This design comes from an exercise in tuning for small area on the open sky130 flow, not from production work.
No run shown here included a check of the RTL's function; only the layout flow was run.
No activity file was given, so power comes from the tool's default toggle rates.

$ cat flow/config.mk
export PLATFORM = sky130hd
export DESIGN_NAME = rv_decode_stage
export DESIGN_NICKNAME = rv_decode_stage
export VERILOG_FILES = /design/flow/design.v
export SDC_FILE = /design/flow/constraint.sdc
export NUM_CORES = 4
export LEC_CHECK = 0
export CAP_MARGIN = 20
export CORE_MARGIN = 2
export CORE_UTILIZATION = 30
export SLEW_MARGIN = 20
export SYNTH_HIERARCHICAL = 1
$ cat flow/constraint.sdc
create_clock -name core_clock -period 5.5 [get_ports {clk}]
set_input_delay 1.1000 -clock core_clock [delete_from_list [all_inputs] [get_ports {clk}]]
set_output_delay 1.1000 -clock core_clock [all_outputs]
set_load 0.01 [all_outputs]
$ cat flow/design.v
package dec_pkg;
    typedef logic [32-1:0]        xlen_t;
    typedef logic [5-1:0] regsel_t;
    typedef logic [2-1:0]   pend_t;
    typedef logic [32-1:0]        inst_t;
    typedef enum logic [3:0] {
        ALU_ADD, ALU_SUB, ALU_CMP_LT, ALU_CMP_LTU, ALU_XOR,
        ALU_OR, ALU_AND, ALU_SH_L, ALU_SH_RL, ALU_SH_RA
    } alu_op_e;
    typedef enum logic [2:0] {
        BROP_NEVER, BROP_ALWAYS, BROP_EQ, BROP_NE,
        BROP_LT, BROP_GE, BROP_LTU, BROP_GEU
    } br_op_e;
    typedef enum logic [1:0] {MEMOP_NONE, MEMOP_LOAD, MEMOP_STORE} mem_op_e;
    typedef enum logic [1:0] {MEMSZ_1B, MEMSZ_2B, MEMSZ_4B} mem_sz_e;
    typedef enum logic [4:0] {
        RV_LOAD   = 5'b00000,
        RV_OP_IMM = 5'b00100,
        RV_AUIPC  = 5'b00101,
        RV_STORE  = 5'b01000,
        RV_OP     = 5'b01100,
        RV_LUI    = 5'b01101,
        RV_BRANCH = 5'b11000,
        RV_JALR   = 5'b11001,
        RV_JAL    = 5'b11011
    } rv_op_e;
    typedef enum logic [0:0] {ISSUE_OPEN, ISSUE_WAIT_JMP} issue_state_e;
    typedef struct packed {
        xlen_t   arg1;
        xlen_t   arg2;
        regsel_t dst;
        br_op_e  br_op;
        alu_op_e alu_op;
        mem_op_e mem_op;
        mem_sz_e size;
        logic    is_signed;  
        xlen_t   payload;
        xlen_t   payload2;
    } issue_pkt_t;
    typedef struct packed {
        regsel_t rs1;
        regsel_t rs2;
        regsel_t rd;
        logic    uses_rs1;
        logic    uses_rs2;
        logic    uses_rd;
    } reg_use_t;
    typedef struct packed {
        logic    valid;
        regsel_t rd;
        xlen_t   val;
    } wb_t;
endpackage
`timescale 1ns/10ps
module g_aoi222 (
    input  logic a1, a2, b1, b2, c1, c2,
    output logic y
);
    assign y = !((a1 & a2) | (b1 & b2) | (c1 & c2));
endmodule
module g_nand2 (
    input  logic a, b,
    output logic y
);
    assign y = !(a & b);
endmodule
module g_nand4 (
    input  logic a, b, c, d,
    output logic y
);
    assign y = !(a & b & c & d);
endmodule
module g_nand3 (
    input  logic a, b, c,
    output logic y
);
    assign y = !(a & b & c);
endmodule
module g_or3 (
    input  logic a, b, c,
    output logic y
);
    assign y = a | b | c;
endmodule
module rf_rd_bit (
    input  logic [30:0] sel,
    input  logic [30:0] d,
    output logic        y
);
    logic [10:0] n;
    logic [2:0]  p;
    for (genvar k = 0; k < 10; k++) begin : g_aoi
        g_aoi222 i_aoi (
            .a1(sel[3*k]),   .a2(d[3*k]),
            .b1(sel[3*k+1]), .b2(d[3*k+1]),
            .c1(sel[3*k+2]), .c2(d[3*k+2]),
            .y (n[k])
        );
    end
    g_nand2 i_last (.a(sel[30]), .b(d[30]), .y(n[10]));
    g_nand4 i_p0 (.a(n[0]), .b(n[1]), .c(n[2]),  .d(n[3]), .y(p[0]));
    g_nand4 i_p1 (.a(n[4]), .b(n[5]), .c(n[6]),  .d(n[7]), .y(p[1]));
    g_nand3 i_p2 (.a(n[8]), .b(n[9]), .c(n[10]),           .y(p[2]));
    g_or3   i_y  (.a(p[0]), .b(p[1]), .c(p[2]),            .y(y));
endmodule
`timescale 1ns/10ps
module rv_decode_stage (
    input  logic         clk,
    input  logic         rst,
    input  logic [31:0]  inst,
    input  logic [31:0]  inst_pc,
    input  logic         inst_valid,
    output logic         inst_ready,
    output logic         alu_valid,
    input  logic         alu_ready,
    output logic [144:0] alu_pkt,    
    input  logic         jmp_done,
    input  logic [37:0]  wb          
);
    logic [4:0] op, rs1, rs2, rd;
    logic [2:0] f3;
    logic [6:0] f7;
    logic       len_ok;
    assign op     = inst[6:2];
    assign f3     = inst[14:12];
    assign f7     = inst[31:25];
    assign rs1    = inst[19:15];
    assign rs2    = inst[24:20];
    assign rd     = inst[11:7];
    assign len_ok = (inst[1:0] == 2'b11);
    logic is_opimm, is_op, is_lui, is_auipc, is_load, is_store;
    logic is_jal, is_jalr, is_branch;
    assign is_opimm  = (op == 5'b00100);
    assign is_op     = (op == 5'b01100);
    assign is_lui    = (op == 5'b01101);
    assign is_auipc  = (op == 5'b00101);
    assign is_load   = (op == 5'b00000);
    assign is_store  = (op == 5'b01000);
    assign is_jal    = (op == 5'b11011);
    assign is_jalr   = (op == 5'b11001);
    assign is_branch = (op == 5'b11000);
    logic uses_rs1, uses_rs2, uses_rd, op_valid, is_jump;
    assign uses_rs1 = is_opimm | is_op | is_load | is_store | is_jalr | is_branch;
    assign uses_rs2 = is_op | is_store | is_branch;
    assign uses_rd  = is_opimm | is_op | is_lui | is_auipc | is_load | is_jal | is_jalr;
    assign is_jump  = is_jal | is_jalr | is_branch;
    assign op_valid = len_ok & (
          is_opimm | is_lui | is_auipc | is_jal
        | (is_op     & (f7[4:0] == 5'b00000) & !f7[6])
        | (is_load   & (f3 != 3'b011) & (f3[2:1] != 2'b11))
        | (is_store  & !f3[2] & (f3 != 3'b011))
        | (is_jalr   & (f3 == 3'b000))
        | (is_branch & (f3[2:1] != 2'b01)));
    logic        wb_v;
    logic [4:0]  wb_rd;
    logic [31:0] wb_val;
    assign wb_v   = wb[37];
    assign wb_rd  = wb[36:32];
    assign wb_val = wb[31:0];
    logic [31:1] wb_dec;    
    logic [31:0] regs [1:31];
    logic [31:1] vld;       
    for (genvar i = 1; i < 32; i++) begin : g_reg
        assign wb_dec[i] = wb_v && (wb_rd == 5'(i));
        always_ff @(posedge clk) begin
            if (wb_dec[i]) regs[i] <= wb_val;
        end
    end
    always_ff @(posedge clk) begin
        if (rst) vld <= '0;
        else     vld <= vld | wb_dec;
    end
    logic [31:1] dec1, dec2, decd;    
    logic [31:0] r1, r2;
    for (genvar i = 1; i < 32; i++) begin : g_dec
        assign dec1[i] = (rs1 == 5'(i));
        assign dec2[i] = (rs2 == 5'(i));
        assign decd[i] = (rd  == 5'(i));
    end
    logic [31:1] sel1, sel2;
    assign sel1 = dec1 & vld;
    assign sel2 = dec2 & vld;
    for (genvar b = 0; b < 32; b++) begin : g_rd
        logic [31:1] col;
        for (genvar i = 1; i < 32; i++) begin : g_col
            assign col[i] = regs[i][b];
        end
        rf_rd_bit i_rd1 (.sel(sel1), .d(col), .y(r1[b]));
        rf_rd_bit i_rd2 (.sel(sel2), .d(col), .y(r2[b]));
    end
    logic [1:0]  pend [1:31];
    logic [31:1] pnz, pfull;
    for (genvar i = 1; i < 32; i++) begin : g_pend
        assign pnz[i]   = |pend[i];
        assign pfull[i] = &pend[i];
    end
    logic hazard, wait_q, stall, issue, write_issue;
    assign hazard = (uses_rs1 & |(dec1 & pnz))
                  | (uses_rs2 & |(dec2 & pnz))
                  | (uses_rd  & |(decd & pfull));
    assign stall       = hazard | wait_q;
    assign inst_ready  = alu_ready & !rst & (!inst_valid | !stall);
    assign alu_valid   = inst_valid & op_valid & !stall & !rst;
    assign issue       = alu_valid & alu_ready;
    assign write_issue = issue & uses_rd;
    for (genvar i = 1; i < 32; i++) begin : g_cnt
        logic inc, dcr;
        assign inc = write_issue & decd[i];
        assign dcr = wb_dec[i];
        always_ff @(posedge clk) begin
            if (rst)              pend[i] <= 2'd0;
            else if (inc && !dcr) pend[i] <= pend[i] + 2'd1;
            else if (dcr && !inc) pend[i] <= pend[i] - 2'd1;
        end
    end
    always_ff @(posedge clk) begin
        if (rst)                      wait_q <= 1'b0;
        else if (!wait_q)             wait_q <= issue & is_jump;
        else if (jmp_done)            wait_q <= 1'b0;
    end
    logic [31:0] imm_i, imm_s, imm_b, imm_u, imm_j;
    assign imm_i = {{21{inst[31]}}, inst[30:20]};
    assign imm_s = {{21{inst[31]}}, inst[30:25], inst[11:7]};
    assign imm_b = {{20{inst[31]}}, inst[7], inst[30:25], inst[11:8], 1'b0};
    assign imm_u = {inst[31:12], 12'b0};
    assign imm_j = {{12{inst[31]}}, inst[19:12], inst[20], inst[30:21], 1'b0};
    logic [31:0] arg1, arg2, payload, payload2;
    logic [4:0]  dst;
    logic [2:0]  br_op;
    logic [3:0]  alu_op;
    logic [1:0]  mem_op, size;
    logic        is_signed;
    always_comb begin
        arg1 = ({32{is_opimm | is_op | is_load | is_store | is_jalr}} & r1)
             | ({32{is_auipc | is_jal | is_branch}} & inst_pc);
        arg2 = ({32{is_op}} & r2)
             | ({32{is_opimm | is_load | is_jalr}} & imm_i)
             | ({32{is_store}} & imm_s)
             | ({32{is_branch}} & imm_b)
             | ({32{is_lui | is_auipc}} & imm_u)
             | ({32{is_jal}} & imm_j);
        payload  = ({32{is_store}} & r2)
                 | ({32{is_branch}} & r1)
                 | ({32{is_jal | is_jalr}} & inst_pc);
        payload2 = {32{is_branch}} & r2;
        dst      = uses_rd ? rd : 5'd0;
        br_op = 3'd0;
        if (is_jal | is_jalr) br_op = 3'd1;
        else if (is_branch)   br_op = f3[2] ? f3 : {2'b01, f3[0]};
        alu_op = 4'd0;
        if (is_opimm | is_op) begin
            case (f3)
                3'b000:  alu_op = (inst[30] & is_op) ? 4'd1 : 4'd0;
                3'b001:  alu_op = 4'd7;
                3'b010:  alu_op = 4'd2;
                3'b011:  alu_op = 4'd3;
                3'b100:  alu_op = 4'd4;
                3'b101:  alu_op = inst[30] ? 4'd9 : 4'd8;
                3'b110:  alu_op = 4'd5;
                default: alu_op = 4'd6;
            endcase
        end
        mem_op    = {is_store, is_load};
        size      = (is_load | is_store) ? {f3[1], f3[0] & !f3[1]} : 2'd0;
        is_signed = is_load & !f3[2] & !f3[1];
    end
    assign alu_pkt = {arg1, arg2, dst, br_op, alu_op, mem_op, size, is_signed,
                      payload, payload2};
endmodule
$ cat flow/run.sh
#!/bin/bash
# synth_recipe.tcl (not shown) runs the flow's synth.tcl, then flattens the netlist and writes it again
# the make line also repeats each setting of config.mk as NAME=value (left out here)
make -C /OpenROAD-flow-scripts/flow DESIGN_CONFIG=/design/flow/config.mk WORK_HOME=/design/flow/orfs CLKGATE_MAP_FILE= SYNTH_SCRIPT=/design/flow/synth_recipe.tcl finish
==> out/qor.csv, run 1 <==
stage,metric,value,unit
cts,total CTS buffers,107,
final_layout,Ant. Diodes,0,
synthesis,Mapped Avg Cell Area,15.0,um^2
hold_path,hold path depth,2,
sta,Setup WS post-layout,-36.0,ps
sta,fin. max-slew vios,0,
global_routing,grt ovf,0,
synthesis,Post-Synth Adder-Cell Area,0.00838,
pwr,Static Leak,20.7,nW
cts,Skew-Pair Late Insertion Delay,710,ps
hold_path,hold crit path type,reg -> reg,
critical_path,Top Family by Delay on Critical Path,buffers and inverters,
critical_path,worst path cell trace,clkdlybuf4s50_1 > buf_6 > nor2b_1 > buf_12 > and3_2 > buf_12 > a222oi_1 > nand4_1 > or3_4 > mux2i_2 > o21ai_0 > dlygate4sd2_1,
synthesis,XOR/XNOR Fraction of Synth Area,0.0121,
floorplanning,core area,154000,um^2
detailed_routing,Residual DRC,0,
placement,# port buffers,253,
detailed_routing,Final ANT Viol Nets,0,
sta,Final setup viols,2,
synthesis,post-synthesis mux area share,0.00714,
status,layout check faults,setup timing,
global_routing,largest net degree at the start of global routing,96,
sta,setup_tns,-36.1,ps
final_layout,share of cells above drive strength 1,0.213,
critical_path,Worst Path Buf+Inv,5,
critical_path,WS Path Type,in -> out,
pwr,total chip power,0.0170,W
sta,worst-margin pin slew,1190,ps
hold_path,hold endpoint,wait_q$_SDFF_PP0_,
critical_path,Crit Path Max Fanout,13,
synthesis,"Seq/Total Area, Yosys",0.684,
synthesis,post-synthesis simple-gate area fraction,0.0990,
detailed_routing,DR vias/cell,6.33,
detailed_routing,initial DRC count,8506,
final_layout,Syn-to-layout area delta,28.7,%
floorplanning,die width,397,um
synthesis,main flop type after synthesis,edfxtp_1,
critical_path,RR Endpoint,pend[19][1]$_SDFFE_PP0P_,
detailed_routing,total wire length,189,mm
critical_path,"Slowest-stage cell, CP",or3_4,
detailed_routing,Via Count,37700,
critical_path,FF-to-FF Start,pend[16][0]$_SDFFE_PP0P_,
hold_path,min-delay src,wait_q$_SDFF_PP0_,
status,status,failed layout checks,
cts,root buffer cell,clkbuf_16,
critical_path,crit path launch type,input pin,
synthesis,synthesized area,46300,um^2
critical_path,R2R Setup Slk,1590,ps
synthesis,synthesized flop and latch total,1086,
synthesis,Post-synth EDFFs,992,
synthesis,post-synthesis compound-gate area fraction,0.177,
critical_path,CP required,4400,ps
flow_run,MaxCap Viol Count,0,
floorplanning,DIE AREA,157000,um^2
cts,clock-pin slew on the worst setup and hold paths,60,ps
sta,final-report hold violation count,0,
global_routing,All-Layer GR Usage,0.229,
cts,Clock Path Buffers,3,
synthesis,Yosys cell types,79,
sta,Worst Skew,35.5,ps
floorplanning,Initial Utilization,0.301,
final_layout,nets@finish,3966,
critical_path,Crit. End Element,primary output,
sta,f_max,181,MHz
cts,number of H-tree levels,3,
pwr,Max VDD drop,0.249,mV
critical_path,Register-to-Register Path Depth,12,
critical_path,"Top cell by count, worst path",buf_12,
global_routing,first-pass GRT wire length,262,mm
floorplanning,die height,397,um
pwr,Power Dens Cells,286,nW/um^2
placement,Place WS,-692,ps
sta,"Period Utilization, post-route",1.01,
final_layout,# fillers,14400,
global_routing,initial antenna violation count,9,
synthesis,Synthesized Nets,3226,
floorplanning,row count,144,
cts,CTS tree,done,
detailed_routing,Avg WL per Cell,31.7,um
synthesis,Syn Inst Count,3088,
critical_path,Crit path arrival time,4440,ps
floorplanning,I/O pins,254,
sta,Max-slew headroom,0.204,
placement,post-DP HPWL,131,mm
cts,Clock Sinks,1086,
sta,"Min Clock Period, post-route",5540,ps
synthesis,ys async rst share,0,
detailed_routing,number of detailed-route iterations in the first pass,13,
global_routing,vias in the first global route,35900,
synthesis,largest family of logic cells by synthesized area,compound AO/OA/AOI/OAI gates,
placement,Placer Congestion,0.927,
critical_path,CP max stage delay,530,ps
synthesis,synthesis warning total,9,
==> per-module statistics from Yosys, one instance, submodules excluded, excerpt <==
module,flip-flops and latches,times used
rv_decode_stage,1086,1
g_nand4,0,128
g_or3,0,64
g_nand2,0,64
g_nand3,0,64
g_aoi222,0,640
==> through the flow <==
stage | util | cells | hold slack (ps) | instance area, um^2
final | 0.388 | 5960 | 487 | 59600
after global routing | 0.388 | 5960 | 511 | 59600
after CTS | 0.387 | 5957 | 483 | 59400
after detailed placement | 0.362 | 5753 | 468 | 55600
after global placement | 0.362 | 5753 | 457 | 55700
after floorplan | - | 3088 | 438 | 46300
==> sequential cells by signal, indices dropped and copies added (netlist names) <==
| signal | flops |
|---|---|
| regs | 992 |
| wait_q | 1 |
| vld | 31 |
| pend | 62 |
==> repair_timing <==
action | in CTS | in global routing
hold buffers | 0 | 0
endpoints found under the hold margin | 0 | 0
pin swaps | 161 | 99
setup buffers | 6 | 2
cloned | 1 | 1
endpoints found under the setup margin | 128 | 73
resized for setup | 167 | 71
==> worst register-to-register path: stages, from the launching register on <==
cell     delay, ps
dfxtp_1        340
nor2_1         310
o21ai_0        170
and3_1         180
or4b_1         510
o31ai_2        440
buf_4          200
nand4_4        230
buf_12         260
nor4_1         330
ha_1           340
or3_1          370
a21oi_1        140
==> synth_stat cells (all sizes together), types with 43 or more instances <==
cell,instances,area [um^2]
edfxtp,992,29800
and3,71,445
nand2,153,574
clkbuf,62,253
or3,102,639
a21oi,45,225
a222oi,645,6460
nand4,134,853
o21ai,93,465
nand3,74,370
nor2,155,582
dfxtp,94,1880
xor2,62,543
inv,43,161
==> worst max path at each step <==
stage,to,from,cells after the start,slack (ps)
global placement,alu_pkt[45],inst[22],11,-620
CTS,alu_pkt[45],inst[17],13,-40
floorplan,alu_pkt[81],inst[24],9,940
detailed placement,alu_pkt[45],inst[22],11,-690
global route,alu_pkt[47],inst[22],12,-20
finish,alu_pkt[51],inst[17],12,-40
==> logic make-up after synthesis <==
| family | Yosys count |
|---|---|
| mux | 33 |
| fa+ha+maj | 31 |
| flops | 1086 |
| simple gates | 844 |
| xor+xnor | 64 |
| compound gates | 903 |
| buf+inv | 127 |
==> cell usage in the layout, fill, tap and decap left out, types with 23 or more instances in the layout <==
master           instances
a21oi_1                 45
a222oi_1               645
a22o_1                  37
and2_1                  37
and3_1                  34
and3_4                  23
buf_12                  96
buf_2                   26
buf_4                  347
clkbuf_16              107
clkdlybuf4s50_1        137
clkinv_1                30
dfxtp_1                 94
dlygate4sd2_1           46
dlymetal6s2s_1          40
edfxtp_1               992
ha_1                    31
mux2i_1                 31
nand2_1                153
nand3_1                 74
nand4_1                133
nor2_1                 141
o21ai_0                 91
or3_1                   40
or3_4                   61
xor2_1                  62
==> power by group <==
| part | switching (W) | internal, W | leakage, nW |
|---|---|---|---|
| sequential | 0.0000519 | 0.00910 | 9.70 |
| combinational | 0.000476 | 0.000224 | 9.39 |
| clock | 0.00324 | 0.00391 | 1.64 |
| total | 0.00377 | 0.0132 | 20.7 |
==> layout make-up <==
cell class / instances / area [um^2] / share of cell area
Sequential cell: 1086 / 31700 / 0.532
Timing Repair Buffer: 715 / 7170 / 0.120
Inverter: 43 / 163 / 0.00273
Multi-Input combinational cell: 1875 / 14700 / 0.246
Clock buffer: 127 / 2750 / 0.0462
Tap cell: 2044 / 2560 / 0.0429
Clock inverter: 70 / 593 / 0.00996
==> metal layers <==
metal,up-vias,share of wire,global-route usage
li1,15500,-,-
met1,18800,0.37,0.303
met2,3036,0.42,0.334
met3,385,0.16,0.0941
met4,14,0.043,0.0866
met5,-,0.0012,0.00493
==> run 2: changes to the inputs <==
==> flow/flow/run.sh (new file) <==
#!/bin/bash
# Standard layout, with plain buf_1 cells as the port buffers instead of the
# delay buffer buffer_ports picks by default.
set -euo pipefail
export BUFFER_PORTS_ARGS="-buffer_cell sky130_fd_sc_hd__buf_1"
bash standard.sh finish > standard_flow.log 2>&1
==> flow/standard.sh (new file) <==
#!/bin/bash
# synth_recipe.tcl (not shown) runs the flow's synth.tcl, then flattens the netlist and writes it again
# the make line also repeats each setting of config.mk as NAME=value (left out here)
make -C /OpenROAD-flow-scripts/flow DESIGN_CONFIG=/design/flow/config.mk WORK_HOME=/design/flow/orfs CLKGATE_MAP_FILE= SYNTH_SCRIPT=/design/flow/synth_recipe.tcl "${@:-finish}"
--- a/flow/config.mk
+++ b/flow/config.mk
@@ -7,6 +7,7 @@
 export LEC_CHECK = 0
 export CAP_MARGIN = 20
 export CORE_MARGIN = 2
-export CORE_UTILIZATION = 30
+export CORE_UTILIZATION = 45
+export CTS_BUF_LIST = sky130_fd_sc_hd__clkbuf_4 sky130_fd_sc_hd__clkbuf_8
 export SLEW_MARGIN = 20
 export SYNTH_HIERARCHICAL = 1
removed: flow/run.sh
==> run 2 against run 1 <==
Still fails the layout checks on setup timing. Routed wire length is 0.96% higher. Register-to-register slack lost 380 ps. Sequential power hardly changed. Core utilization increased by 15 points. Cell count fell by 12%. Non-clock buffer count decreased by 174. Synthesized cell count is the same. Critical endpoint is now alu_pkt[52]. Highest routed layer unchanged.
==> out/qor.csv, run 2 <==
stage,metric,value,unit
status,status,failed layout checks,
status,layout check faults,setup timing,
synthesis,synthesized flop and latch total,1086,
sta,final-report hold violation count,0,
synthesis,Mapped Avg Cell Area,15.0,um^2
synthesis,top-area cell type share of the netlist area,0.644,
placement,DP Area,51500,um^2
cts,Skew-Pair Late Insertion Delay,880,ps
final_layout,Util after Layout,0.542,
synthesis,Synthesized Nets,3226,
final_layout,share of cells above drive strength 1,0.180,
sta,RSZ-0062 raised after global routing,false,
floorplanning,die width,325,um
critical_path,Crit Path Max Fanout,17,
floorplanning,die height,325,um
floorplanning,I/O pins,254,
critical_path,R2R Setup Slk,1210,ps
sta,Min Hold Slack,476,ps
sta,fin. max-slew vios,0,
detailed_routing,Final ANT Viol Nets,0,
hold_path,hold path depth,2,
final_layout,multi-input combinational cell area,14200,um^2
hold_path,min-delay src,vld[29]$_SDFF_PP0_,
detailed_routing,total wire length,191,mm
final_layout,Syn-to-layout area delta,19.2,%
global_routing,largest net degree at the start of global routing,96,
synthesis,most common cell in the synthesized netlist,edfxtp_1,
critical_path,CP required,4400,ps
critical_path,WS Path Type,in -> out,
detailed_routing,Residual DRC,0,
pwr,Max VDD drop,0.289,mV
synthesis,Yosys cell types,79,
synthesis,Syn Inst Count,3088,
synthesis,main flop type after synthesis,edfxtp_1,
final_layout,nets@finish,3862,
global_routing,All-Layer GR Usage,0.349,
synthesis,ys async rst share,0,
final_layout,Largest register FFs,992,
global_routing,vias in the first global route,37300,
floorplanning,core area,102000,um^2
hold_path,hold endpoint,vld[29]$_SDFF_PP0_,
sta,Worst Skew,40.1,ps
pwr,Power Dens Cells,304,nW/um^2
detailed_routing,DR vias/cell,7.29,
final_layout,# fillers,8491,
sta,worst-margin pin slew,1190,ps
placement,post-DP HPWL,122,mm
cts,number of H-tree levels,4,
critical_path,Crit path arrival time,4460,ps
cts,Clock Sinks,1086,
final_layout,Top Registers,"regs: 992 flops, pend: 62 flops, vld: 31 flops",
final_layout,most frequent cells in the layout,"992 x edfxtp_1, 645 x a222oi_1, 246 x buf_1",
critical_path,crit path launch type,input pin,
flow_run,MaxCap Viol Count,0,
detailed_routing,number of detailed-route iterations in the first pass,12,
cts,root buffer cell,clkbuf_8,
final_layout,"commonest non-fill, non-tap cell in the layout",edfxtp_1,
sta,Final setup viols,2,
placement,Place WS,-102,ps
synthesis,"Seq/Total Area, Yosys",0.684,
cts,total CTS buffers,177,
critical_path,RR Endpoint,pend[15][1]$_SDFFE_PP0P_,
synthesis,commonest cells in the netlist,"992 x edfxtp_1, 645 x a222oi_1, 155 x nor2_1, 153 x nand2_1, 133 x nand4_1",
floorplanning,DIE AREA,105000,um^2
sta,"Min Clock Period, post-route",5560,ps
sta,"Period Utilization, post-route",1.01,
synthesis,"top cells by area, synth","edfxtp_1 64%, a222oi_1 14%, dfxtp_1 4.1%",
cts,hold buffers post-CTS,0,
hold_path,hold crit path type,reg -> reg,
global_routing,grt ovf,0,
sta,Setup WS post-layout,-57.8,ps
placement,Placer Congestion,0.954,
critical_path,Register-to-Register Path Depth,11,
detailed_routing,Avg WL per Cell,36.3,um
cts,clock-pin slew on the worst setup and hold paths,60,ps
detailed_routing,initial DRC count,8775,
final_layout,Reg with most FFs,regs,
cts,Clock Path Buffers,3,
detailed_routing,Via Count,38200,
floorplanning,row count,117,
pwr,Static Leak,18.5,nW
floorplanning,Initial Utilization,0.454,
critical_path,FF-to-FF Start,pend[16][0]$_SDFFE_PP0P_,
global_routing,first-pass GRT wire length,264,mm
cts,setup bufs post-CTS,0,
synthesis,synthesized area,46300,um^2
cts,CTS tree,done,
critical_path,Crit. End Element,primary output,
synthesis,synthesis warning total,9,
pwr,total chip power,0.0168,W
final_layout,post-route cell area,55200,um^2
placement,# port buffers,253,
global_routing,initial antenna violation count,8,
sta,f_max,180,MHz
final_layout,Reg area,31700,um^2
sta,Max-slew headroom,0.206,
synthesis,Post-synth EDFFs,992,
synthesis,largest area contributor in the netlist,edfxtp_1,
## run 2: cell counts after synthesis
Identical to the previous run, type by type.
## run 2: per-stage QoR
step,cells,TNS (ps)
floorplan,3088,0
global placement,4909,-171
detailed placement,4910,-223
CTS,5233,0
global route,5237,0
finish,5241,-67.2
## run 2: kinds of logic (layout without fill, tap and decap cells)
| logic type | count (synthesis) | in the layout | share of synthesized area |
|---|---|---|---|
| DFF | 1086 | 1086 | 0.684 |
| muxes | 33 | 33 | 0.00714 |
| buffers and inverters | 127 | 907 | 0.0123 |
| AOI/OAI and AO/OA | 903 | 903 | 0.177 |
| xor gates and xnor gates | 64 | 64 | 0.0121 |
| other | 0 | 5 | 0 |
| and+or+nand+nor | 844 | 844 | 0.0990 |
| adders and majority gates | 31 | 31 | 0.00838 |
## run 2: timing repair
item / 4_1_cts / 5_1_grt
gates resized for setup: 2 / 9
endpoints found under the setup margin: 5 / 12
pin swaps: 0 / 1
## run 2: layout make-up
| class | instances | area share |
|---|---|---|
| diodes | 5 | 0.000227 |
| multi-input cells | 1875 | 0.258 |
| repair buffers | 541 | 0.0703 |
| clock inverters | 73 | 0.00816 |
| well taps | 1368 | 0.0310 |
| flip-flops and latches | 1086 | 0.574 |
| inverters | 43 | 0.00302 |
| clock buffers | 250 | 0.0555 |
## run 2: Yosys stat by module, one instance, submodules excluded, excerpt
module | cells inside | flops+latches | area [um^2]
g_or3 | 1 | 0 | 6.26
g_nand2 | 1 | 0 | 3.75
g_aoi222 | 1 | 0 | 10.0
rv_decode_stage | 2128 | 1086 | 38100
g_nand4 | 1 | 0 | 6.26
g_nand3 | 1 | 0 | 5.00
## run 2: per-layer routing
metal,up-vias,wire length (um),share of wire,track usage
li1,15300,-,-,-
met3,641,27300,0.14,0.0882
met2,3521,84400,0.44,0.532
met5,-,58,0.00030,0
met4,8,14300,0.075,0.231
met1,18700,64400,0.34,0.441
## run 2: how the worst max path moves through the flow
stage | startpoint | end | slack, ps | cells past startpoint
6_report | inst[19] | alu_pkt[52] | -60 | 10
4_1_cts | inst[16] | alu_pkt[52] | 0.5 | 10
5_1_grt | inst[24] | alu_pkt[86] | 20 | 12
3_5_place_dp | inst[21] | alu_pkt[37] | -100 | 12
3_3_place_gp | inst[21] | alu_pkt[37] | -110 | 12
2_1_floorplan | inst[24] | alu_pkt[81] | 940 | 9
## run 2: report_power, final
group,switching (W),internal (W)
registers,0.0000525,0.00911
clock network,0.00323,0.00378
logic,0.000450,0.000146
total,0.00373,0.0130
## run 2: critical path: stages
cell,delay [ps]
buf_1,270
and3b_1,390
and3_2,500
buf_4,280
a222oi_1,380
nand4_1,250
or3_1,560
mux2i_2,390
o21ai_0,140
buf_1,160

port drivers added, routing unchanged:
How much do the figures lean on ideal ports? The routed layouts below were timed once more, with nothing changed but the port constraints. Step 1 sets driving cells, clkbuf_16 on the clock port and buf_2 on the other inputs (assumed; they add their load-dependent delay and slew). Step 2 also shifts input and output timing later by t, the mid clock arrival at the registers, as if the neighbouring blocks saw the same clock. Slacks: ideal ports / drivers / drivers and shift; pairs: ideal ports / drivers.
run | t (ns) | setup slack, ns | worst setup path after step 2 | clock arrival spread, ns | worst register clock-pin slew, ns
run 1 | 0.772 | -0.036 / -0.075 / -0.075 | input to output | 0.043 / 0.043 | 0.07 / 0.07
run 2 | 0.930 | -0.058 / -0.086 / -0.086 | input to output | 0.048 / 0.048 | 0.07 / 0.07
The setup slack of run 1, which loses most, moves by -0.039 ns with the drivers and by -0.039 ns with both steps.
